From an optimization exercise on the open Yosys and OpenROAD flow, aimed at small area; shortcuts taken in it are not production practice. In this exercise RTL edits were held to simulation tests only and were not proved equivalent to the original.

==> run a <==
==> flow/design.v (excerpt) <==
module column_pool_writer #(
    parameter int IMG_ROW = 54,
    parameter int SHIFT   = 4,
    parameter int ADDR_W  = 12
) (
    input  logic                    clk,
    input  logic                    reset,
    input  logic                    frame_start,
    input  logic [ADDR_W-1:0]       base_addr,
    input  logic                    pool_en,
    input  logic [IMG_ROW-1:0]      in_done,
    input  logic [IMG_ROW*16-1:0]   in_value,
    output logic                    wr_en,
    output logic [ADDR_W-1:0]       wr_addr,
    output logic [IMG_ROW*8-1:0]    wr_data,
    output logic                    busy,
    output logic                    overrun
);
==> module column_pool_writer, before the edit <==
module column_pool_writer #(
    parameter int IMG_ROW = 54,
    parameter int SHIFT   = 4,
    parameter int ADDR_W  = 12
) (
    input  logic                    clk,
    input  logic                    reset,
    input  logic                    frame_start,
    input  logic [ADDR_W-1:0]       base_addr,
    input  logic                    pool_en,
    input  logic [IMG_ROW-1:0]      in_done,
    input  logic [IMG_ROW*16-1:0]   in_value,
    output logic                    wr_en,
    output logic [ADDR_W-1:0]       wr_addr,
    output logic [IMG_ROW*8-1:0]    wr_data,
    output logic                    busy,
    output logic                    overrun
);
    logic [IMG_ROW-1:0]        mask;
    logic [IMG_ROW-1:0][7:0]   acc_n;      
    logic [IMG_ROW-1:0][7:0]   acc_nxt;
    logic                      phase;
    logic                      pool_q;
    logic [ADDR_W-1:0]         addr_cnt;
    logic                      col_done;
    logic                      do_write;
    logic [IMG_ROW*8-1:0]      wr_data_n;
    logic                      no_write;
    function automatic logic fits(input logic [15:0] v);
        fits = (v[15:11] == 5'b11111) || (v[15:11] == 5'b00000);
    endfunction
    function automatic logic [7:0] quantize(input logic [15:0] v);
        quantize = fits(v) ? v[11:4] : {v[15], {7{!v[15]}}};
    endfunction
    function automatic logic qgt(input logic [15:0] v, input logic [7:0] b);
        logic g;
        g = 1'b0;
        for (int k = 0; k < 7; k++)
            g = (v[k+4] & !b[k]) | ((v[k+4] | !b[k]) & g);
        g = (!v[11] & b[7]) | ((!v[11] | b[7]) & g);
        qgt = fits(v) ? g : !v[15];
    endfunction
    assign col_done = &(mask | in_done);
    assign do_write = !frame_start && col_done && !(pool_q && !phase);
    assign busy     = (mask != '0) | phase;
    always_comb begin
        for (int i = 0; i < IMG_ROW; i++) begin
            acc_nxt[i] = ~acc_n[i];
            if (in_done[i] && !mask[i] && (!phase || qgt(in_value[i*16 +: 16], ~acc_n[i])))
                acc_nxt[i] = quantize(in_value[i*16 +: 16]);
        end
    end
    always_ff @(posedge clk) begin
        acc_n <= ~acc_nxt;
    end
    always_ff @(posedge clk or posedge reset) begin
        if (reset) begin
            mask    <= '0;
            overrun <= 1'b0;
        end else if (frame_start) begin
            mask    <= '0;
            overrun <= 1'b0;
        end else begin
            if ((in_done & mask) != '0)
                overrun <= 1'b1;
            mask <= col_done ? '0 : (mask | in_done);
        end
    end
    always_ff @(posedge clk) begin
        if (do_write)
            wr_data_n <= ~acc_nxt;
    end
    assign wr_data = ~wr_data_n & {(IMG_ROW*8){!no_write}};
    always_ff @(posedge clk or posedge reset) begin
        if (reset) begin
            phase    <= 1'b0;
            pool_q   <= 1'b0;
            addr_cnt <= '0;
            wr_en    <= 1'b0;
            wr_addr  <= '0;
            no_write <= 1'b1;
        end else begin
            wr_en <= do_write;
            if (frame_start) begin
                phase    <= 1'b0;
                pool_q   <= pool_en;
                addr_cnt <= base_addr;
            end else if (col_done) begin
                phase <= pool_q && !phase;
            end
            if (do_write) begin
                wr_addr  <= addr_cnt;
                addr_cnt <= addr_cnt + ADDR_W'(1);
                no_write <= 1'b0;
            end
        end
    end
endmodule
export LEC_CHECK = 0
export CAP_MARGIN = 0
export CORE_AREA = 5 5 795 185
export DIE_AREA = 0 0 800 190
export SLEW_MARGIN = 0
create_clock -name core_clock -period 6.0 [get_ports {clk}]
standard.sh (not shown) runs the stock make flow with config.mk's settings and CLKGATE_MAP_FILE= SYNTH_SCRIPT=/design/flow/synth_recipe.tcl, a recipe that flattens the netlist after the stock synthesis.
==> flow/flow/run.sh <==
#!/bin/bash
# Own layout flow: the standard flow (standard.sh) with three changes:
#  - synthesis maps logic with an area-oriented ABC script (flow/area.abc);
#  - the port buffers that global placement inserts are buf_1 cells;
#  - clock tree synthesis uses smaller buffers and no dummy loads.
# Each tool's output is logged under orfs/logs/ (ORFS), plus make's output in
# flow_make.log here.
set -euo pipefail
W=$(pwd)
F=$W/flow
cat "$F/abc_hook.tcl" "$W/synth_recipe.tcl" > "$W/own_synth.tcl"
sed "s#SYNTH_SCRIPT=[^ ]*#SYNTH_SCRIPT=$W/own_synth.tcl#" "$W/standard.sh" > "$W/own_standard.sh"
grep -q "SYNTH_SCRIPT=$W/own_synth.tcl" "$W/own_standard.sh"
export MY_ABC_SCRIPT=$F/area.abc
export CTS_ARGS="-sink_clustering_enable -repair_clock_nets -dont_use_dummy_load -buf_list sky130_fd_sc_hd__clkbuf_8 -sink_clustering_size 12 -sink_clustering_max_diameter 50"
export BUFFER_PORTS_ARGS="-buffer_cell sky130_fd_sc_hd__buf_1"
bash "$W/own_standard.sh" > "$W/flow_make.log" 2>&1
==> flow/flow/abc_hook.tcl <==
proc abc {args} {
  set i [lsearch -exact $args -script]
  if {$i >= 0} { lset args [expr {$i + 1}] $::env(MY_ABC_SCRIPT) }
  yosys abc {*}$args
}
==> flow/flow/area.abc <==
&get -n
&st
&synch2
&dch -f
&nf -R 1000 -p
&put
==> inputs of run b, as changes to run a <==
--- a/flow/design.v
+++ b/flow/design.v
@@ -17,15 +17,13 @@
     output logic                    overrun
 );
     logic [IMG_ROW-1:0]        mask;
-    logic [IMG_ROW-1:0][7:0]   acc_n;      
+    logic [IMG_ROW-1:0][7:0]   acc;        
     logic [IMG_ROW-1:0][7:0]   acc_nxt;
     logic                      phase;
     logic                      pool_q;
     logic [ADDR_W-1:0]         addr_cnt;
     logic                      col_done;
     logic                      do_write;
-    logic [IMG_ROW*8-1:0]      wr_data_n;
-    logic                      no_write;
     function automatic logic fits(input logic [15:0] v);
         fits = (v[15:11] == 5'b11111) || (v[15:11] == 5'b00000);
     endfunction
@@ -45,13 +43,13 @@
     assign busy     = (mask != '0) | phase;
     always_comb begin
         for (int i = 0; i < IMG_ROW; i++) begin
-            acc_nxt[i] = ~acc_n[i];
-            if (in_done[i] && !mask[i] && (!phase || qgt(in_value[i*16 +: 16], ~acc_n[i])))
+            acc_nxt[i] = acc[i];
+            if (in_done[i] && !mask[i] && (!phase || qgt(in_value[i*16 +: 16], acc[i])))
                 acc_nxt[i] = quantize(in_value[i*16 +: 16]);
         end
     end
     always_ff @(posedge clk) begin
-        acc_n <= ~acc_nxt;
+        acc <= acc_nxt;
     end
     always_ff @(posedge clk or posedge reset) begin
         if (reset) begin
@@ -66,11 +64,6 @@
             mask <= col_done ? '0 : (mask | in_done);
         end
     end
-    always_ff @(posedge clk) begin
-        if (do_write)
-            wr_data_n <= ~acc_nxt;
-    end
-    assign wr_data = ~wr_data_n & {(IMG_ROW*8){!no_write}};
     always_ff @(posedge clk or posedge reset) begin
         if (reset) begin
             phase    <= 1'b0;
@@ -78,7 +71,7 @@
             addr_cnt <= '0;
             wr_en    <= 1'b0;
             wr_addr  <= '0;
-            no_write <= 1'b1;
+            wr_data  <= '0;
         end else begin
             wr_en <= do_write;
             if (frame_start) begin
@@ -91,7 +84,7 @@
             if (do_write) begin
                 wr_addr  <= addr_cnt;
                 addr_cnt <= addr_cnt + ADDR_W'(1);
-                no_write <= 1'b0;
+                wr_data  <= acc_nxt;
             end
         end
     end
==> flow/flow/run.sh (replaced) <==
#!/bin/bash
# Own layout flow: the standard flow (standard.sh) with two changes:
#  - synthesis maps logic with an area-oriented ABC script (flow/area.abc);
#  - the port buffers that global placement inserts are buf_1 cells.
# Each tool's output is logged under orfs/logs/ (ORFS), plus make's output in
# flow_make.log here.
set -euo pipefail
W=$(pwd)
F=$W/flow
cat "$F/abc_hook.tcl" "$W/synth_recipe.tcl" > "$W/own_synth.tcl"
sed "s#SYNTH_SCRIPT=[^ ]*#SYNTH_SCRIPT=$W/own_synth.tcl#" "$W/standard.sh" > "$W/own_standard.sh"
grep -q "SYNTH_SCRIPT=$W/own_synth.tcl" "$W/own_standard.sh"
export MY_ABC_SCRIPT=$F/area.abc
export BUFFER_PORTS_ARGS="-buffer_cell sky130_fd_sc_hd__buf_1"
bash "$W/own_standard.sh" > "$W/flow_make.log" 2>&1
==> flow/flow/area.abc (replaced) <==
strash
dch
amap
topo
dnsize -c
==> flow/config.mk (replaced) <==
export PLATFORM = sky130hd
export DESIGN_NAME = column_pool_writer
export DESIGN_NICKNAME = column_pool_writer
export VERILOG_FILES = /design/flow/design.v
export SDC_FILE = /design/flow/constraint.sdc
export NUM_CORES = 4
export LEC_CHECK = 0
export CAP_MARGIN = 20
export CORE_AREA = 5 5 485 485
export DIE_AREA = 0 0 490 490
export SLEW_MARGIN = 20
==> run notes <==
pin count of the biggest net entering global routing 129; total instance count after detailed placement between 9,000 and 10,000; outcome complete, no violations; worst hold slack between 0.4 and 0.5 ns; overall track demand over capacity in global routing 0.181; worst clock skew on the final layout ~0.05 ns; total met2 wirelength after detailed routing between 100 and 150 mm; Reg-to-Reg End wr_data[9]; average cell area after synthesis around 8 um2
That was run b.
==> run notes <==
worst hold slack approximately 0.5 ns; total met2 wirelength after detailed routing ~86 mm; overall track demand over capacity in global routing 0.229; average cell area after synthesis roughly 11 um2; outcome complete, no violations; pin count of the biggest net entering global routing 107
That was run a.

==> inputs of v9 <==
column_pool_writer, a different RTL version from the one above (not shown whole).
==> module column_pool_writer, before the edit <==
module column_pool_writer #(
    parameter int IMG_ROW = 54,
    parameter int SHIFT   = 4,
    parameter int ADDR_W  = 12
) (
    input  logic                    clk,
    input  logic                    reset,
    input  logic                    frame_start,
    input  logic [ADDR_W-1:0]       base_addr,
    input  logic                    pool_en,
    input  logic [IMG_ROW-1:0]      in_done,
    input  logic [IMG_ROW*16-1:0]   in_value,
    output logic                    wr_en,
    output logic [ADDR_W-1:0]       wr_addr,
    output logic [IMG_ROW*8-1:0]    wr_data,
    output logic                    busy,
    output logic                    overrun
);
    logic [IMG_ROW-1:0]        mask;
    logic [IMG_ROW-1:0][7:0]   acc;        
    logic [IMG_ROW-1:0][7:0]   acc_nxt;
    logic                      phase;
    logic                      pool_q;
    logic [ADDR_W-1:0]         addr_cnt;
    logic                      col_done;
    logic                      do_write;
    function automatic logic [7:0] quantize(input logic [15:0] v);
        logic signed [15:0] s;
        s = $signed(v) >>> SHIFT;
        if (s > 16'sd127)
            quantize = 8'h7F;
        else if (s < -16'sd128)
            quantize = 8'h80;
        else
            quantize = s[7:0];
    endfunction
    assign col_done = &(mask | in_done);
    assign do_write = !frame_start && col_done && !(pool_q && !phase);
    assign busy     = (mask != '0) | phase;
    always_comb begin
        for (int i = 0; i < IMG_ROW; i++) begin
            logic [7:0] q;
            q = quantize(in_value[i*16 +: 16]);
            acc_nxt[i] = acc[i];
            if (in_done[i] && !mask[i] && (!phase || ($signed(q) > $signed(acc[i]))))
                acc_nxt[i] = q;
        end
    end
    always_ff @(posedge clk) begin
        acc <= acc_nxt;
    end
    always_ff @(posedge clk or posedge reset) begin
        if (reset) begin
            mask    <= '0;
            overrun <= 1'b0;
        end else if (frame_start) begin
            mask    <= '0;
            overrun <= 1'b0;
        end else begin
            if ((in_done & mask) != '0)
                overrun <= 1'b1;
            mask <= col_done ? '0 : (mask | in_done);
        end
    end
    always_ff @(posedge clk or posedge reset) begin
        if (reset) begin
            phase    <= 1'b0;
            pool_q   <= 1'b0;
            addr_cnt <= '0;
            wr_en    <= 1'b0;
            wr_addr  <= '0;
            wr_data  <= '0;
        end else begin
            wr_en <= do_write;
            if (frame_start) begin
                phase    <= 1'b0;
                pool_q   <= pool_en;
                addr_cnt <= base_addr;
            end else if (col_done) begin
                phase <= pool_q && !phase;
            end
            if (do_write) begin
                wr_addr  <= addr_cnt;
                addr_cnt <= addr_cnt + ADDR_W'(1);
                wr_data  <= acc_nxt;
            end
        end
    end
endmodule
Settings: LEC_CHECK=0, CAP_MARGIN=20, CORE_MARGIN=2, CORE_UTILIZATION=40, SLEW_MARGIN=20; clock period 6.0 ns.
run.sh (not shown) runs the stock make flow with config.mk's settings and CLKGATE_MAP_FILE= SYNTH_SCRIPT=/design/flow/synth_recipe.tcl, a recipe that flattens the netlist after the stock synthesis.
Stock flow here: none of the scripts above is used.
==> v34: changes against v9 <==
--- a/flow/design.v
+++ b/flow/design.v
@@ -25,13 +25,17 @@
     logic                      col_done;
     logic                      do_write;
+    function automatic logic fits(input logic [15:0] v);
+        fits = (v[15:11] == 5'b11111) || (v[15:11] == 5'b00000);
+    endfunction
     function automatic logic [7:0] quantize(input logic [15:0] v);
-        logic signed [15:0] s;
-        s = $signed(v) >>> SHIFT;
-        if (s > 16'sd127)
-            quantize = 8'h7F;
-        else if (s < -16'sd128)
-            quantize = 8'h80;
-        else
-            quantize = s[7:0];
+        quantize = fits(v) ? v[11:4] : {v[15], {7{!v[15]}}};
+    endfunction
+    function automatic logic qgt(input logic [15:0] v, input logic [7:0] b);
+        logic g;
+        g = 1'b0;
+        for (int k = 0; k < 7; k++)
+            g = (v[k+4] & !b[k]) | ((v[k+4] | !b[k]) & g);
+        g = (!v[11] & b[7]) | ((!v[11] | b[7]) & g);
+        qgt = fits(v) ? g : !v[15];
     endfunction
     assign col_done = &(mask | in_done);
@@ -40,9 +44,7 @@
     always_comb begin
         for (int i = 0; i < IMG_ROW; i++) begin
-            logic [7:0] q;
-            q = quantize(in_value[i*16 +: 16]);
             acc_nxt[i] = acc[i];
-            if (in_done[i] && !mask[i] && (!phase || ($signed(q) > $signed(acc[i]))))
-                acc_nxt[i] = q;
+            if (in_done[i] && !mask[i] && (!phase || qgt(in_value[i*16 +: 16], acc[i])))
+                acc_nxt[i] = quantize(in_value[i*16 +: 16]);
         end
     end
CORE_AREA = 5 5 485 485   (was unset)
CORE_MARGIN = unset   (was 2)
CORE_UTILIZATION = unset   (was 40)
DIE_AREA = 0 0 490 490   (was unset)
==> v33: changes against v9 <==
--- a/flow/design.v
+++ b/flow/design.v
@@ -18,5 +18,5 @@
 );
     logic [IMG_ROW-1:0]        mask;
-    logic [IMG_ROW-1:0][7:0]   acc;        
+    logic [IMG_ROW-1:0][7:0]   acc_n;      
     logic [IMG_ROW-1:0][7:0]   acc_nxt;
     logic                      phase;
@@ -25,13 +25,19 @@
     logic                      col_done;
     logic                      do_write;
+    logic [IMG_ROW*8-1:0]      wr_data_n;
+    logic                      no_write;
+    function automatic logic fits(input logic [15:0] v);
+        fits = (v[15:11] == 5'b11111) || (v[15:11] == 5'b00000);
+    endfunction
     function automatic logic [7:0] quantize(input logic [15:0] v);
-        logic signed [15:0] s;
-        s = $signed(v) >>> SHIFT;
-        if (s > 16'sd127)
-            quantize = 8'h7F;
-        else if (s < -16'sd128)
-            quantize = 8'h80;
-        else
-            quantize = s[7:0];
+        quantize = fits(v) ? v[11:4] : {v[15], {7{!v[15]}}};
+    endfunction
+    function automatic logic qgt(input logic [15:0] v, input logic [7:0] b);
+        logic g;
+        g = 1'b0;
+        for (int k = 0; k < 7; k++)
+            g = (v[k+4] & !b[k]) | ((v[k+4] | !b[k]) & g);
+        g = (!v[11] & b[7]) | ((!v[11] | b[7]) & g);
+        qgt = fits(v) ? g : !v[15];
     endfunction
     assign col_done = &(mask | in_done);
@@ -40,13 +46,11 @@
     always_comb begin
         for (int i = 0; i < IMG_ROW; i++) begin
-            logic [7:0] q;
-            q = quantize(in_value[i*16 +: 16]);
-            acc_nxt[i] = acc[i];
-            if (in_done[i] && !mask[i] && (!phase || ($signed(q) > $signed(acc[i]))))
-                acc_nxt[i] = q;
+            acc_nxt[i] = ~acc_n[i];
+            if (in_done[i] && !mask[i] && (!phase || qgt(in_value[i*16 +: 16], ~acc_n[i])))
+                acc_nxt[i] = quantize(in_value[i*16 +: 16]);
         end
     end
     always_ff @(posedge clk) begin
-        acc <= acc_nxt;
+        acc_n <= ~acc_nxt;
     end
     always_ff @(posedge clk or posedge reset) begin
@@ -63,4 +67,9 @@
         end
     end
+    always_ff @(posedge clk) begin
+        if (do_write)
+            wr_data_n <= ~acc_nxt;
+    end
+    assign wr_data = ~wr_data_n & {(IMG_ROW*8){!no_write}};
     always_ff @(posedge clk or posedge reset) begin
         if (reset) begin
@@ -70,5 +79,5 @@
             wr_en    <= 1'b0;
             wr_addr  <= '0;
-            wr_data  <= '0;
+            no_write <= 1'b1;
         end else begin
             wr_en <= do_write;
@@ -83,5 +92,5 @@
                 wr_addr  <= addr_cnt;
                 addr_cnt <= addr_cnt + ADDR_W'(1);
-                wr_data  <= acc_nxt;
+                no_write <= 1'b0;
             end
         end
==> flow/flow/run.sh (new file) <==
#!/bin/bash
# Own layout flow: the standard flow (standard.sh) with three changes:
#  - synthesis maps logic with an area-oriented ABC script (flow/area.abc);
#  - the port buffers that global placement inserts are buf_1 cells;
#  - clock tree synthesis uses smaller buffers and no dummy loads.
# Each tool's output is logged under orfs/logs/ (ORFS), plus make's output in
# flow_make.log here.
set -euo pipefail
W=$(pwd)
F=$W/flow
cat "$F/abc_hook.tcl" "$W/synth_recipe.tcl" > "$W/own_synth.tcl"
sed "s#SYNTH_SCRIPT=[^ ]*#SYNTH_SCRIPT=$W/own_synth.tcl#" "$W/standard.sh" > "$W/own_standard.sh"
grep -q "SYNTH_SCRIPT=$W/own_synth.tcl" "$W/own_standard.sh"
export MY_ABC_SCRIPT=$F/area.abc
export CTS_ARGS="-sink_clustering_enable -repair_clock_nets -dont_use_dummy_load -buf_list sky130_fd_sc_hd__clkbuf_16 -sink_clustering_size 24 -sink_clustering_max_diameter 80"
export BUFFER_PORTS_ARGS="-buffer_cell sky130_fd_sc_hd__buf_1"
bash "$W/own_standard.sh" > "$W/flow_make.log" 2>&1
==> flow/flow/abc_hook.tcl (new file) <==
proc abc {args} {
  set i [lsearch -exact $args -script]
  if {$i >= 0} { lset args [expr {$i + 1}] $::env(MY_ABC_SCRIPT) }
  yosys abc {*}$args
}
==> flow/flow/area.abc (new file) <==
&get -n
&st
&synch2
&dch -f
&nf -R 1000 -p
&put
==> flow/standard.sh (new file) <==
#!/bin/bash
# synth_recipe.tcl (not shown) runs the flow's synth.tcl, then flattens the netlist and writes it again
# the make line also repeats each setting of config.mk as NAME=value (left out here)
make -C /OpenROAD-flow-scripts/flow DESIGN_CONFIG=/design/flow/config.mk WORK_HOME=/design/flow/orfs CLKGATE_MAP_FILE= SYNTH_SCRIPT=/design/flow/synth_recipe.tcl "${@:-finish}"
CORE_AREA = 5 5 795 185   (was unset)
CORE_MARGIN = unset   (was 2)
CORE_UTILIZATION = unset   (was 40)
DIE_AREA = 0 0 800 190   (was unset)
removed: flow/run.sh
==> v3: changes against v9 <==
--- a/flow/design.v
+++ b/flow/design.v
@@ -18,5 +18,5 @@
 );
     logic [IMG_ROW-1:0]        mask;
-    logic [IMG_ROW-1:0][7:0]   acc;        
+    logic [IMG_ROW-1:0][7:0]   acc_n;      
     logic [IMG_ROW-1:0][7:0]   acc_nxt;
     logic                      phase;
@@ -25,13 +25,19 @@
     logic                      col_done;
     logic                      do_write;
+    logic [IMG_ROW*8-1:0]      wr_data_n;
+    logic                      no_write;
+    function automatic logic fits(input logic [15:0] v);
+        fits = (v[15:11] == 5'b11111) || (v[15:11] == 5'b00000);
+    endfunction
     function automatic logic [7:0] quantize(input logic [15:0] v);
-        logic signed [15:0] s;
-        s = $signed(v) >>> SHIFT;
-        if (s > 16'sd127)
-            quantize = 8'h7F;
-        else if (s < -16'sd128)
-            quantize = 8'h80;
-        else
-            quantize = s[7:0];
+        quantize = fits(v) ? v[11:4] : {v[15], {7{!v[15]}}};
+    endfunction
+    function automatic logic qgt(input logic [15:0] v, input logic [7:0] b);
+        logic g;
+        g = 1'b0;
+        for (int k = 0; k < 7; k++)
+            g = (v[k+4] & !b[k]) | ((v[k+4] | !b[k]) & g);
+        g = (!v[11] & b[7]) | ((!v[11] | b[7]) & g);
+        qgt = fits(v) ? g : !v[15];
     endfunction
     assign col_done = &(mask | in_done);
@@ -40,13 +46,11 @@
     always_comb begin
         for (int i = 0; i < IMG_ROW; i++) begin
-            logic [7:0] q;
-            q = quantize(in_value[i*16 +: 16]);
-            acc_nxt[i] = acc[i];
-            if (in_done[i] && !mask[i] && (!phase || ($signed(q) > $signed(acc[i]))))
-                acc_nxt[i] = q;
+            acc_nxt[i] = ~acc_n[i];
+            if (in_done[i] && !mask[i] && (!phase || qgt(in_value[i*16 +: 16], ~acc_n[i])))
+                acc_nxt[i] = quantize(in_value[i*16 +: 16]);
         end
     end
     always_ff @(posedge clk) begin
-        acc <= acc_nxt;
+        acc_n <= ~acc_nxt;
     end
     always_ff @(posedge clk or posedge reset) begin
@@ -63,4 +67,9 @@
         end
     end
+    always_ff @(posedge clk) begin
+        if (do_write)
+            wr_data_n <= ~acc_nxt;
+    end
+    assign wr_data = ~wr_data_n & {(IMG_ROW*8){!no_write}};
     always_ff @(posedge clk or posedge reset) begin
         if (reset) begin
@@ -70,5 +79,5 @@
             wr_en    <= 1'b0;
             wr_addr  <= '0;
-            wr_data  <= '0;
+            no_write <= 1'b1;
         end else begin
             wr_en <= do_write;
@@ -83,5 +92,5 @@
                 wr_addr  <= addr_cnt;
                 addr_cnt <= addr_cnt + ADDR_W'(1);
-                wr_data  <= acc_nxt;
+                no_write <= 1'b0;
             end
         end
==> flow/flow/run.sh (new file) <==
#!/bin/bash
# Own layout flow: the standard flow (standard.sh) with three changes:
#  - synthesis maps logic with an area-oriented ABC script (flow/area.abc);
#  - the port buffers that global placement inserts are buf_1 cells;
#  - clock tree synthesis uses smaller buffers and no dummy loads.
# Each tool's output is logged under orfs/logs/ (ORFS), plus make's output in
# flow_make.log here.
set -euo pipefail
W=$(pwd)
F=$W/flow
cat "$F/abc_hook.tcl" "$W/synth_recipe.tcl" > "$W/own_synth.tcl"
sed "s#SYNTH_SCRIPT=[^ ]*#SYNTH_SCRIPT=$W/own_synth.tcl#" "$W/standard.sh" > "$W/own_standard.sh"
grep -q "SYNTH_SCRIPT=$W/own_synth.tcl" "$W/own_standard.sh"
export MY_ABC_SCRIPT=$F/area.abc
export CTS_ARGS="-sink_clustering_enable -repair_clock_nets -dont_use_dummy_load -buf_list sky130_fd_sc_hd__clkbuf_8 -sink_clustering_size 20 -sink_clustering_max_diameter 60"
export BUFFER_PORTS_ARGS="-buffer_cell sky130_fd_sc_hd__buf_1"
bash "$W/own_standard.sh" > "$W/flow_make.log" 2>&1
==> flow/flow/abc_hook.tcl (new file) <==
proc abc {args} {
  set i [lsearch -exact $args -script]
  if {$i >= 0} { lset args [expr {$i + 1}] $::env(MY_ABC_SCRIPT) }
  yosys abc {*}$args
}
==> flow/flow/area.abc (new file) <==
&get -n
&st
&dch -f
&nf -R 1000 -p
&put
==> flow/standard.sh (new file) <==
#!/bin/bash
# synth_recipe.tcl (not shown) runs the flow's synth.tcl, then flattens the netlist and writes it again
# the make line also repeats each setting of config.mk as NAME=value (left out here)
make -C /OpenROAD-flow-scripts/flow DESIGN_CONFIG=/design/flow/config.mk WORK_HOME=/design/flow/orfs CLKGATE_MAP_FILE= SYNTH_SCRIPT=/design/flow/synth_recipe.tcl "${@:-finish}"
CORE_AREA = 5 5 485 485   (was unset)
CORE_MARGIN = unset   (was 2)
CORE_UTILIZATION = unset   (was 40)
DIE_AREA = 0 0 490 490   (was unset)
removed: flow/run.sh
==> run notes <==
Mean Syn Cell Area - 10.9 um^2
Synth area leaders - edfxtp_1 33%, dfxtp_1 22%, nor2_1 6.9%
Seq cells post-synth - 947
status - complete, no violations
Post-synth top cells - 723 x nor2_1, 432 x dfxtp_1, 432 x edfxtp_1
That was v3.
==> run notes <==
Die Wd - 360 um
Mean Syn Cell Area - 11.1 um^2
Post-synth top cells - 555 x inv_1, 523 x mux2_2, 514 x dfrtp_1
Exit stage - 3_2_place_iop
status - stopped before the end
Synth Area in Simple Gates - 8.69%
First Error - [ERROR PPL-0024] Number of IO pins (1381) exceeds maximum number of available positions (1302). Increase the die perimeter from 1440.78um to 1878.16um.
That was v9.
==> run notes <==
Seq cells post-synth - 946
Mean Syn Cell Area - 10.8 um^2
status - complete, no violations
met2 Track Usage GR - 30.9%
Post-synth top cells - 573 x mux2_2, 514 x dfrtp_1, 432 x dfxtp_1
Levels on crit path - 4
most area-hungry cell type in the Yosys netlist - dfrtp_1
PortBufs - 1164
met1 GRT Util - 20.8%
Die Ht - 490 um
That was v34.
==> run notes <==
Synth area leaders - edfxtp_1 33%, dfxtp_1 22%, a211oi_1 7.3%
status - complete, no violations
Seq cells post-synth - 947
area of the die - 152000 um^2
initial antenna violation count - 43
Mean Syn Cell Area - 11.1 um^2
Post-synth top cells - 713 x nor2_1, 432 x dfxtp_1, 432 x edfxtp_1
diode count - 21
That was v33.

==> afterwards: timing with drivers on the ports <==
How much do the figures lean on ideal ports? The routed layouts below were timed once more, with nothing changed but the port constraints. Step 1 sets driving cells, clkbuf_16 on the clock port and buf_2 on the other inputs (assumed; they add their load-dependent delay and slew). Step 2 moves the port delays by t, midway between the first and last clock arrival at a register: inputs arrive t later, outputs are due t later. That takes back most of the time a late clock gives input paths. Slacks: ideal ports / drivers / drivers and shift; pairs: ideal ports / drivers.
run | t, ns | setup WS [ns] | slew at the worst register clock pin (ns) | worst data-port slew with drivers (ns)
run a | 0.789 | 1.911 / 1.837 / 1.340 | 0.11 / 0.11 | 0.17
run b | 0.808 | 1.396 / 1.419 / 0.631 | 0.07 / 0.07 | 0.32
v34 | 0.827 | 1.607 / 1.526 / 1.088 | 0.07 / 0.07 | 0.25
v33 | 0.710 | 1.925 / 1.945 / 1.270 | 0.11 / 0.11 | 0.16
v3 | 0.905 | 1.595 / 1.539 / 0.633 | 0.12 / 0.12 | 0.23
After both steps setup and hold are still met in every run listed. The setup slack of v3, which loses most, moves by -0.056 ns with the drivers and by -0.962 ns with both steps.
